This is an optimization exercise on Yosys and OpenROAD, whose aim is small area and a short achievable clock period, not a production implementation.
Where RTL was checked, it was by simulation tests only, not by an equivalence proof against the original.
No activity file was given, so power comes from the tool's default toggle rates.

== build 72 ==
==> flow/design.v <==
package maxpool_pkg;
  localparam logic MODE_MAX = 1'b0;
  localparam logic MODE_MIN = 1'b1;
endpackage
module maxpool_cmp (
  input  logic [31:0] a,
  input  logic [31:0] b,
  output logic        beat
);
  logic       mag_gt;
  logic [31:0] g [6];
  logic [31:0] p [6];
  always_comb begin
    g[0] = {1'b0, a[30:0] & ~b[30:0]};
    p[0] = {1'b1, a[30:0] | ~b[30:0]};
    for (int l = 1; l < 6; l++) begin
      g[l] = '0;
      p[l] = '0;
      for (int j = 0; j < (32 >> l); j++) begin
        g[l][j] = g[l-1][2*j+1] | (p[l-1][2*j+1] & g[l-1][2*j]);
        p[l][j] = p[l-1][2*j+1] & p[l-1][2*j];
      end
    end
    mag_gt = g[5][0];
  end
  assign beat = (a[31] ^ b[31]) ? b[31] : (a[31] ^ mag_gt);
endmodule
module maxpool_sel3 (
  input  logic [31:0] a,
  input  logic [31:0] b,
  input  logic [31:0] c,
  input  logic        mode,
  output logic [31:0] y
);
  logic ab, ac, bc;
  logic p_ab, p_ac, p_bc;
  logic wa, wb, wc;
  maxpool_cmp u_ab (.a(a), .b(b), .beat(ab));
  maxpool_cmp u_ac (.a(a), .b(c), .beat(ac));
  maxpool_cmp u_bc (.a(b), .b(c), .beat(bc));
  assign p_ab = ab ^ mode;
  assign p_ac = ac ^ mode;
  assign p_bc = bc ^ mode;
  assign wa =  p_ab &  p_ac;
  assign wb = ~p_ab &  p_bc;
  assign wc = ~p_ac & ~p_bc;
  assign y = ({32{wa}} & a) | ({32{wb}} & b) | ({32{wc}} & c);
endmodule
module maxpool_tree_cell #(
  parameter int DATA_WIDTH = 32,
  parameter int WINDOW     = 9
) (
  input  logic                         C_IN_CLK,
  input  logic                         C_IN_RST,
  input  logic                         C_IN_FLUSH,
  input  logic                         C_IN_MODE,
  input  logic                         C_IN_DATA_VALID,
  input  logic [WINDOW*DATA_WIDTH-1:0] D_IN_DATA,
  output logic                         C_OUT_IN_READY,
  input  logic                         C_IN_OUT_READY,
  output logic                         C_OUT_DATA_VALID,
  output logic [DATA_WIDTH-1:0]        C_OUT_DATA
);
  logic        en;
  logic [3:0]  vld_q;
  logic        md1_q;
  logic [95:0] s1_d;
  logic [95:0] s1_q;
  logic [31:0] s2_d;
  logic [31:0] s2_q, s3_q, s4_q;
  assign C_OUT_DATA_VALID = vld_q[3];
  assign en               = !vld_q[3] || C_IN_OUT_READY;
  assign C_OUT_IN_READY   = en;
  for (genvar g = 0; g < 3; g++) begin : g_s1
    maxpool_sel3 u_sel (
      .a    (D_IN_DATA[(3*g)*32   +: 32]),
      .b    (D_IN_DATA[(3*g+1)*32 +: 32]),
      .c    (D_IN_DATA[(3*g+2)*32 +: 32]),
      .mode (C_IN_MODE),
      .y    (s1_d[32*g +: 32])
    );
  end
  maxpool_sel3 u_s2 (
    .a    (s1_q[31:0]),
    .b    (s1_q[63:32]),
    .c    (s1_q[95:64]),
    .mode (md1_q),
    .y    (s2_d)
  );
  always_ff @(posedge C_IN_CLK or posedge C_IN_RST) begin
    if (C_IN_RST)        vld_q <= '0;
    else if (C_IN_FLUSH) vld_q <= '0;
    else if (en)         vld_q <= {vld_q[2:0], C_IN_DATA_VALID};
  end
  always_ff @(posedge C_IN_CLK) begin
    if (en) begin
      md1_q <= C_IN_MODE;
      s1_q  <= s1_d;
      s2_q  <= s2_d;
      s3_q  <= s2_q;
      s4_q  <= s3_q;
    end
  end
  assign C_OUT_DATA = s4_q & {32{vld_q[3]}};
endmodule
==> flow/config.mk <==
export PLATFORM = sky130hd
export DESIGN_NAME = maxpool_tree_cell
export DESIGN_NICKNAME = maxpool_tree_cell
export VERILOG_FILES = /design/flow/design.v
export SDC_FILE = /design/flow/constraint.sdc
export NUM_CORES = 4
export LEC_CHECK = 0
export CAP_MARGIN = 20
export CORE_MARGIN = 2
export CORE_UTILIZATION = 60
export GPL_TIMING_DRIVEN = 0
export SLEW_MARGIN = 20
==> flow/constraint.sdc <==
create_clock -name core_clock -period 3.6 [get_ports {C_IN_CLK}]
set_input_delay 0.7200 -clock core_clock [delete_from_list [all_inputs] [get_ports {C_IN_CLK}]]
set_output_delay 0.7200 -clock core_clock [all_outputs]
set_load 0.01 [all_outputs]
run.sh (not shown) runs the stock make flow with config.mk's settings and CLKGATE_MAP_FILE= SYNTH_SCRIPT=/design/flow/synth_recipe.tcl, a recipe that flattens the netlist after the stock synthesis.
Build 72: complete, dirty (setup timing)
#### Input delta (trial 90 over build 72)
# build 72
export LEC_CHECK = 0
export CAP_MARGIN = 20
export CORE_MARGIN = 2
export CORE_UTILIZATION = 60
export GPL_TIMING_DRIVEN = 0
export SLEW_MARGIN = 20
create_clock -name core_clock -period 3.6 [get_ports {C_IN_CLK}]
# trial 90
export LEC_CHECK = 0
export CAP_MARGIN = 0
export CORE_MARGIN = 2
export CORE_UTILIZATION = 60
export GPL_TIMING_DRIVEN = 0
export SLEW_MARGIN = 0
create_clock -name core_clock -period 3.6 [get_ports {C_IN_CLK}]
[summary]
Completing all stages was not enough for trial 90: its layout failed the final checks because of setup timing.
The final-layout non-clock buffer area share of trial 90 and that of build 72 are within noise of each other.
| final wirelength | trial 90 vs build 72 | about 4% lower |
Changes observed in trial 90 relative to build 72: fraction of area in multi-input gates decreased 0.35 points, total chip power decreased 1.2%.
No run of this note included a check of the RTL's function; only the layout flow was run.

---

maxpool_tree_cell, a different RTL version from the one above (not shown whole).
Size in the first run: ~2400 cells after synthesis, roughly 330 I/O pins.
Design maxpool_tree_cell, start of the top module:
module maxpool_tree_cell #(
  parameter int DATA_WIDTH = 32,
  parameter int WINDOW     = 9
) (
  input  logic                         C_IN_CLK,
  input  logic                         C_IN_RST,
  input  logic                         C_IN_FLUSH,
  input  logic                         C_IN_MODE,
  input  logic                         C_IN_DATA_VALID,
  input  logic [WINDOW*DATA_WIDTH-1:0] D_IN_DATA,
  output logic                         C_OUT_IN_READY,
  input  logic                         C_IN_OUT_READY,
  output logic                         C_OUT_DATA_VALID,
  output logic [DATA_WIDTH-1:0]        C_OUT_DATA
);
  localparam int NV = 5;
  logic [NV-1:0] v4_q;
  logic [NV-1:0] en;
  logic [2:0]    vld_q;
  logic          md1_q;
  logic [95:0]   s1_d;
  logic [95:0]   s1_q;
  logic [31:0]   s2_d;
  logic [31:0]   s2_q, s3_q, s4_q;
  assign en               = ~v4_q | {NV{C_IN_OUT_READY}};
  assign C_OUT_IN_READY   = en[0];
  assign C_OUT_DATA_VALID = v4_q[0];
  for (genvar g = 0; g < 3; g++) begin : g_s1
    maxpool_sel3 u_sel (
      .a    (D_IN_DATA[(3*g)*32   +: 32]),
      .b    (D_IN_DATA[(3*g+1)*32 +: 32]),
      .c    (D_IN_DATA[(3*g+2)*32 +: 32]),
      .q    (s1_q[32*g +: 32]),
      .mode (C_IN_MODE),
      .en   (en[(g == 2) ? 3 : 2]),
      .y    (s1_d[32*g +: 32])
    );
  end
  maxpool_sel3 u_s2 (
    .a    (s1_q[31:0]),
    .b    (s1_q[63:32]),
    .c    (s1_q[95:64]),
    .q    (s2_q),
    .mode (md1_q),
    .en   (en[3]),
    .y    (s2_d)
  );
  always_ff @(posedge C_IN_CLK or posedge C_IN_RST) begin
    if (C_IN_RST)        vld_q <= '0;
    else if (C_IN_FLUSH) vld_q <= '0;
    else if (en[4])      vld_q <= {vld_q[1:0], C_IN_DATA_VALID};
  end
  for (genvar k = 0; k < NV; k++) begin : g_v4
    always_ff @(posedge C_IN_CLK or posedge C_IN_RST) begin
      if (C_IN_RST)        v4_q[k] <= 1'b0;
      else if (C_IN_FLUSH) v4_q[k] <= 1'b0;
      else if (en[k])      v4_q[k] <= vld_q[2];
    end
  end
  always_ff @(posedge C_IN_CLK) begin
    s1_q <= s1_d;
    s2_q <= s2_d;
    if (en[4]) begin
      md1_q <= C_IN_MODE;
      s3_q  <= s2_q;
      s4_q  <= s3_q;
    end
  end
  assign C_OUT_DATA = s4_q & {32{v4_q[1]}};
endmodule
clock: 3.6 ns
lec_check: 0
abc_area: 1
cap_margin: 20
core_margin: 2
core_utilization: 50
gpl_timing_driven: 0
setup_slack_margin: 1.2
slew_margin: 70
standard.sh (not shown) runs the stock make flow with config.mk's settings and CLKGATE_MAP_FILE= SYNTH_SCRIPT=/design/flow/synth_recipe.tcl, a recipe that flattens the netlist after the stock synthesis.
==> flow/flow/run.sh <==
#!/bin/bash
# Standard ORFS layout with three changes:
#  - synthesis maps with flow/abc_map.script (same passes and names otherwise);
#  - the port buffers are plain buf_2 cells instead of buffer_ports' default
#    delay cells;
#  - the buffers ABC inserts are removed at floorplan so placement rebuilds
#    the fanout trees.
set -euo pipefail
W=$PWD
export FLOW_ABC_SCRIPT=$W/flow/abc_map.script
export FLOW_SYNTH_TCL=$W/synth_recipe.tcl
bash standard.sh SYNTH_SCRIPT=$W/flow/synth_wrap.tcl synth > synth.log 2>&1
bash standard.sh SYNTH_SCRIPT=$W/flow/synth_wrap.tcl \
  BUFFER_PORTS_ARGS="-buffer_cell sky130_fd_sc_hd__buf_2" REMOVE_ABC_BUFFERS=1 \
  finish > layout.log 2>&1
==> flow/flow/abc_map.script <==
strash
dch
map -D 1000
topo
stime -c
buffer -c
upsize -c -D 1000
dnsize -c -D 1000
==> flow/flow/synth_wrap.tcl <==
# The standard flow's synthesis script unchanged, except that ABC maps the logic with
# flow/abc_map.script: delay-driven mapping with area recovery.
proc abc {args} {
  set i [lsearch $args -script]
  lset args [expr {$i + 1}] $::env(FLOW_ABC_SCRIPT)
  yosys abc {*}$args
}
source $::env(FLOW_SYNTH_TCL)
Then changed:
- CORE_UTILIZATION: 50 -> 60
- SETUP_SLACK_MARGIN: 1.2 -> 1.0
Effect: Power went down by 7.5%. Worst hold slack improved by 13 ps. Critical path depth goes down by 1. Final area falls by 5.4%. Die area fell by 16%. Setup slack is better by 16 ps. Via count fell by 1.6%. Area after synthesis stays the same. Clock power is higher by about 2%. Wire length goes down by 11%.
Then changed:
--- a/flow/flow/run.sh
+++ b/flow/flow/run.sh
@@ -4 +4 @@
-#  - the port buffers are plain buf_2 cells instead of buffer_ports' default
+#  - the port buffers are plain buf_1 cells instead of buffer_ports' default
@@ -14 +14 @@
-  BUFFER_PORTS_ARGS="-buffer_cell sky130_fd_sc_hd__buf_2" REMOVE_ABC_BUFFERS=1 \
+  BUFFER_PORTS_ARGS="-buffer_cell sky130_fd_sc_hd__buf_1" REMOVE_ABC_BUFFERS=1 \
- CORE_UTILIZATION: 60 -> 50
- SLEW_MARGIN: 70 -> 20
=> The new run completed without violations. Global-route usage decreases by 6.3 points. Core utilization decreases by 14 points. Cell area decreases by 2.6%. Clock-buffer cell count decreases by 1. Clock power increases by about 4%. Power increases by 0.54%. Sequential power hardly moves. Routed wire length increases by 2.4%.
Then changed:
==> flow/flow/run.sh (replaced) <==
#!/bin/bash
# Standard ORFS layout, except that the port buffers are plain buf_2 cells
# instead of the delay cells buffer_ports picks by default, and the buffers
# ABC inserts are removed at floorplan so placement rebuilds the fanout trees.
set -euo pipefail
bash standard.sh BUFFER_PORTS_ARGS="-buffer_cell sky130_fd_sc_hd__buf_2" REMOVE_ABC_BUFFERS=1 finish > standard_flow.log 2>&1
- SETUP_SLACK_MARGIN: 1.0 -> not set
removed: flow/flow/abc_map.script
removed: flow/flow/synth_wrap.tcl
The changed run completed without violations.
Wire length goes up by 2.1%.
Setup slack degrades by 640 ps.
Core utilization hardly moves.
Maximum frequency goes down by 20%.
Via count goes up by 7.1%.
Area after synthesis goes up by 9.6%.
Synthesized cell count goes up by 36%.
Count of clock-buffer cells in the layout goes down by 2.
Register-to-register slack degrades by 440 ps.
Then changed:
==> flow/flow/run.sh (replaced) <==
#!/bin/bash
# Standard ORFS layout with three changes:
#  - synthesis maps with flow/abc_map.script (same passes and names otherwise);
#  - the port buffers are plain buf_2 cells instead of buffer_ports' default
#    delay cells;
#  - the buffers ABC inserts are removed at floorplan so placement rebuilds
#    the fanout trees.
set -euo pipefail
W=$PWD
export FLOW_ABC_SCRIPT=$W/flow/abc_map.script
export FLOW_SYNTH_TCL=$W/synth_recipe.tcl
bash standard.sh SYNTH_SCRIPT=$W/flow/synth_wrap.tcl synth > synth.log 2>&1
bash standard.sh SYNTH_SCRIPT=$W/flow/synth_wrap.tcl \
  BUFFER_PORTS_ARGS="-buffer_cell sky130_fd_sc_hd__buf_2" REMOVE_ABC_BUFFERS=1 \
  finish > layout.log 2>&1
==> flow/flow/abc_map.script (new file) <==
strash
dch
map -D 1400
topo
stime -c
buffer -c
upsize -c -D 1400
dnsize -c -D 1400
==> flow/flow/synth_wrap.tcl (new file) <==
# The standard flow's synthesis script unchanged, except that ABC maps the logic with
# flow/abc_map.script: delay-driven mapping with area recovery.
proc abc {args} {
  set i [lsearch $args -script]
  lset args [expr {$i + 1}] $::env(FLOW_ABC_SCRIPT)
  yosys abc {*}$args
}
source $::env(FLOW_SYNTH_TCL)
- SETUP_SLACK_MARGIN: not set -> 1.2
- SLEW_MARGIN: 20 -> 70
Non-clock buffer count grows by 113.
Die area shrinks by roughly a tenth.
Power went up by about a fifth.
Area after synthesis went down by roughly a tenth.
Routed wire length grows by about a fifth.

---

Another version of the RTL of maxpool_tree_cell (not shown whole).
For scale: ~3200 cells after synthesis, roughly 200 flip-flops, roughly 330 I/O pins, about 0.018 sq mm of cells after synthesis.
export LEC_CHECK = 0
export ABC_AREA = 1
export CAP_MARGIN = 20
export CORE_MARGIN = 2
export CORE_UTILIZATION = 50
export GPL_TIMING_DRIVEN = 0
export SLEW_MARGIN = 20
create_clock -name core_clock -period 3.6 [get_ports {C_IN_CLK}]
==> flow/flow/run.sh <==
#!/bin/bash
# Standard ORFS layout, except that the port buffers are plain buf_2 cells
# instead of the delay cells buffer_ports picks by default.
set -euo pipefail
export BUFFER_PORTS_ARGS="-buffer_cell sky130_fd_sc_hd__buf_2"
bash standard.sh BUFFER_PORTS_ARGS="$BUFFER_PORTS_ARGS" finish > standard_flow.log 2>&1
The starting point ran to the end with no violations.
Rerun with:
==> flow/run.sh (new file) <==
#!/bin/bash
# synth_recipe.tcl (not shown) runs the flow's synth.tcl, then flattens the netlist and writes it again
# the make line also repeats each setting of config.mk as NAME=value (left out here)
make -C /OpenROAD-flow-scripts/flow DESIGN_CONFIG=/design/flow/config.mk WORK_HOME=/design/flow/orfs CLKGATE_MAP_FILE= SYNTH_SCRIPT=/design/flow/synth_recipe.tcl finish
removed: flow/flow/run.sh
removed: flow/standard.sh
After rerunning:
- The new run passed the timing, design-rule and antenna checks
- clock power went up by a few percent
- area after synthesis does not change
- first-iteration DRC count went up by about a fifth
- global-route usage rose by 0.57 points
- die area stays the same
- worst setup slack is better by 0.043 ns
- utilization rises by 4.7 points
- via count rose slightly
- cell count is about the same
- wire length rose slightly

---

Setup of the baseline:
maxpool_tree_cell with an RTL version that a note above also has.
Size in the first run: ~2,400 cells after synthesis, ~200 flip-flops, ~330 I/O pins, about 0.016 sq mm of cells after synthesis.
Settings: LEC_CHECK=0, ABC_AREA=1, CAP_MARGIN=20, CORE_MARGIN=2, CORE_UTILIZATION=50, GPL_TIMING_DRIVEN=0, SETUP_SLACK_MARGIN=1.1, SLEW_MARGIN=20; clock period 3.6 ns.
==> flow/flow/run.sh <==
#!/bin/bash
# Standard ORFS layout with three changes:
#  - synthesis maps with flow/abc_map.script (same passes and names otherwise);
#  - the port buffers are plain buf_1 cells instead of buffer_ports' default
#    delay cells;
#  - the buffers ABC inserts are removed at floorplan so placement rebuilds
#    the fanout trees.
set -euo pipefail
W=$PWD
export FLOW_ABC_SCRIPT=$W/flow/abc_map.script
export FLOW_SYNTH_TCL=$W/synth_recipe.tcl
bash standard.sh SYNTH_SCRIPT=$W/flow/synth_wrap.tcl synth > synth.log 2>&1
bash standard.sh SYNTH_SCRIPT=$W/flow/synth_wrap.tcl \
  BUFFER_PORTS_ARGS="-buffer_cell sky130_fd_sc_hd__buf_1" REMOVE_ABC_BUFFERS=1 \
  finish > layout.log 2>&1
==> flow/flow/abc_map.script <==
strash
dch
map -D 1000
topo
stime -c
buffer -c
upsize -c -D 1000
dnsize -c -D 1000
==> flow/flow/synth_wrap.tcl <==
# The standard flow's synthesis script unchanged, except that ABC maps the logic with
# flow/abc_map.script: delay-driven mapping with area recovery.
proc abc {args} {
  set i [lsearch $args -script]
  lset args [expr {$i + 1}] $::env(FLOW_ABC_SCRIPT)
  yosys abc {*}$args
}
source $::env(FLOW_SYNTH_TCL)
> inputs changed (the baseline -> the candidate)
-- flow/config.mk --
<<< the baseline, line 9
export CAP_MARGIN = 20
export CORE_MARGIN = 2
export CORE_UTILIZATION = 50
export GPL_TIMING_DRIVEN = 0
export SETUP_SLACK_MARGIN = 1.1
export SLEW_MARGIN = 20
>>> the candidate, line 9
export CAP_MARGIN = 20
export CORE_MARGIN = 2
export CORE_UTILIZATION = 60
export GPL_TIMING_DRIVEN = 0
export SETUP_SLACK_MARGIN = 1.0
export SLEW_MARGIN = 70
## What came out
Delta (the candidate minus the baseline): fraction of power consumed by the clock network fell 2.0 points, period utilization rose 2.5 points.
Taking the baseline as the reference point, the total power consumption of the routed design of the candidate falls by about 4.3%.
Post-place setup slack, the candidate and the baseline: smaller value in the baseline
Share of final-layout standard cells stronger than drive strength 1 delta for the candidate relative to the baseline: 1.1 points lower
The candidate vs. the baseline: number of cells in the finished layout apart from fillers down 103, average wire per cell in the routed design lost about 1.5%, global-route usage increased 5.8 points, register fraction of the total cell area level.

-- re-timing with driven ports --
Ports are ideal in the flow. The routed layouts listed here were re-timed in OpenROAD.
Step 1: set_driving_cell puts a clkbuf_16 on C_IN_CLK and a buf_2 on each other input, an assumption about the parent block.
Step 2 also shifts input and output timing later by t, the mid clock arrival at the registers, as if the neighbouring blocks saw the same clock.
Slacks: no drivers / after step 1 / after step 2; pairs: no drivers / after step 1.
| run | shift t [ns] | setup slack, ns | cell pins on the clock port's net |
|---|---|---|---|
| build 72 | 0.498 | -0.055 / -0.035 / -0.533 | 1 |
| trial 90 | 0.492 | -0.111 / -0.111 / -0.527 | 1 |
| the first run of note 2 | 0.581 | 1.141 / 1.141 / 0.725 | 1 |
| the second run of note 2 | 0.566 | 1.157 / 1.184 / 0.624 | 1 |
| the third run of note 2 | 0.585 | 1.103 / 1.103 / 0.580 | 1 |
| the fourth run of note 2 | 0.553 | 0.467 / 0.462 / -0.091 | 1 |
| the fifth run of note 2 | 0.571 | 1.104 / 1.114 / 0.543 | 1 |
| the first run of note 3 | 0.492 | 0.142 / 0.091 / 0.417 | 1 |
| the second run of note 3 | 0.494 | 0.185 / 0.160 / -0.047 | 1 |
| the baseline | 0.583 | 1.128 / 1.160 / 0.577 | 1 |
| the candidate | 0.557 | 1.037 / 1.037 / 0.588 | 1 |
With both steps, setup timing fails in the fourth run of note 2 and the second run of note 3, where it was met with ideal ports. The setup slack of the fifth run of note 2, which loses most, moves by +0.010 ns with the drivers and by -0.561 ns with both steps.
